Source: an optimization exercise on an open RTL-to-GDS flow (aim: small area and few clock cycles). Production flows keep margins and buffers that such runs may drop.
In this exercise RTL edits were held to simulation tests only and were not proved equivalent to the original.
No activity file was given, so power comes from the tool's default toggle rates.

Design cache_top, start of the top module:
module cache_top (
  input  wire         clk,
  input  wire         reset,
  input  wire         memreq_type,
  input  wire  [7:0]  memreq_opaque,
  input  wire  [31:0] memreq_addr,
  input  wire  [31:0] memreq_data,
  input  wire         memreq_val,
  output wire         memreq_rdy,
  output wire         memresp_type,
  output wire  [7:0]  memresp_opaque,
  output wire  [31:0] memresp_data,
  output wire         memresp_val,
  input  wire         memresp_rdy,
  output wire         cache_req_type,
  output wire  [7:0]  cache_req_opaque,
  output wire  [31:0] cache_req_addr,
  output wire  [31:0] cache_req_data,
  output wire         cache_req_val,
  input  wire         cache_req_rdy,
  input  wire         cache_resp_type,
  input  wire  [7:0]  cache_resp_opaque,
  input  wire  [31:0] cache_resp_data,
  input  wire         cache_resp_val,
  output wire         cache_resp_rdy
);
Size in the first run: about 5200 cells after synthesis, ~2700 flip-flops, ~240 I/O pins, about 99000 µm² of cells after synthesis.
==> flow/config.mk <==
export PLATFORM = sky130hd
export DESIGN_NAME = cache_top
export DESIGN_NICKNAME = cache_top
export VERILOG_FILES = /design/flow/design.v
export SDC_FILE = /design/flow/constraint.sdc
export NUM_CORES = 4
export LEC_CHECK = 0
export CAP_MARGIN = 20
export CORE_MARGIN = 2
export CORE_UTILIZATION = 40
export SLEW_MARGIN = 20
export SYNTH_HIERARCHICAL = 1
export BUFFER_PORTS_ARGS = -buffer_cell sky130_fd_sc_hd__buf_1
export CTS_ARGS = -sink_clustering_enable -repair_clock_nets -dont_use_dummy_load -buf_list sky130_fd_sc_hd__clkbuf_16 -sink_clustering_size 22 -sink_clustering_max_diameter 100
==> flow/constraint.sdc <==
create_clock -name core_clock -period 10.0 [get_ports {clk}]
set_input_delay 2.0000 -clock core_clock [delete_from_list [all_inputs] [get_ports {clk}]]
set_output_delay 2.0000 -clock core_clock [all_outputs]
set_load 0.01 [all_outputs]
standard.sh (not shown) runs the stock make flow with config.mk's settings and CLKGATE_MAP_FILE= SYNTH_SCRIPT=/design/flow/synth_recipe.tcl, a recipe that flattens the netlist after the stock synthesis.
==> flow/flow/run.sh <==
#!/bin/bash
# Standard ORFS layout (the standard.sh, synthesis included) with two
# changes: the port buffers are the smallest plain buffer, and the clock tree
# is built from clkbuf_16 leaf clusters of up to 22 sinks without dummy
# loads. Each ORFS step writes its full log under orfs/logs; the make output
# as a whole goes to flow_make.log in this folder.
set -euo pipefail
cat >> config.mk <<'EOT'
export BUFFER_PORTS_ARGS = -buffer_cell sky130_fd_sc_hd__buf_1
export CTS_ARGS = -sink_clustering_enable -repair_clock_nets -dont_use_dummy_load -buf_list sky130_fd_sc_hd__clkbuf_16 -sink_clustering_size 22 -sink_clustering_max_diameter 100
EOT
bash standard.sh > flow_make.log 2>&1
Testbench counts at the start, summed over its fixed seeds: cycles 10,899.
Next try:
--- a/flow/design.v
+++ b/flow/design.v
@@ -131,26 +131,13 @@
   logic              q_rd_word;
   logic              te_done;
   logic              te_wr;
   logic              rd_ok, wr_ok, miss_ok;
   logic              m0_go;
   logic              cpu_wr;
-  logic [15:0]       tsel;
-  logic [5:0]        tsl_n [TAG_W];
-  assign tsel = 16'd1 << m0_idx;
-  for (genvar b = 0; b < TAG_W; b++) begin : g_tg
-    for (genvar j = 0; j < 5; j++) begin : g_sl
-      cache_rd_ao3 sl_i (
-        .d   ({tag_q[3*j+2][b], tag_q[3*j+1][b], tag_q[3*j][b]}),
-        .s   (tsel[3*j+2:3*j]),
-        .y_n (tsl_n[b][j])
-      );
-    end
-    assign tsl_n[b][5] = !(tag_q[15][b] && tsel[15]);
-    assign tag_rd[b]   = !(&tsl_n[b]);
-  end
+  assign tag_rd   = tag_q[m0_idx];
   assign tag_eq   = valid_q[m0_idx] && (tag_rd == m0_tag);
   assign vd       = valid_q[m0_idx] && dirty_q[m0_idx];
   assign m0_arr   = resp_rd && !drop0 && (m0_idx == s1_idx) && (m0_off == wo);
   assign m0_there = !(s1_v && (m0_idx == s1_idx) && !m0_arr &&
                       !((2'(m0_off - s1_base) < s1_c) || s1_ovr[m0_off])) &&
                     !(s2_v && (m0_idx == s2_idx) && !s2_ovr[m0_off]);
What happened: The changed run ran to the end with no violations. Utilization is lower by 0.26 points. Synthesized cell count goes up by 2.4%. First-iteration DRC count fell by about 4.5%. Global-route usage is about the same. Worst setup slack gets better by 160 ps. Clock-buffer cell count is unchanged. Power came out higher by 0.98%. Routed wire length goes up by 2.3%. Critical path depth is unchanged. Via count rose by about 2.2%.
Testbench counts after the change, summed over its fixed seeds: cycles 10,899.

[what the ideal ports hide]
The flow's constraints put no driver on any port. The routed layouts listed below were extracted and timed again, unchanged, in two steps. Step 1 assumes that a clkbuf_16 drives the clock port and a buf_2 every other input. Step 2 adds t to the input delays and takes it off the output delays; t is the mean of the earliest and latest rising clock arrival at the registers after step 1. Input paths then give back, and output paths get back, about the clock's delay inside the block. a / b / c = ideal / step 1 / step 2; a / b = the first two.
| run | shift t [ns] | slack for setup (ns) | worst setup path at the end | clock arrival spread, ns |
|---|---|---|---|---|
| the first run | 0.889 | 0.117 / 0.023 / 0.912 | register to output | 0.117 / 0.118 |
| the second run | 0.901 | 0.280 / 0.182 / 1.083 | register to output | 0.130 / 0.130 |
After both steps every run listed still meets setup and hold.
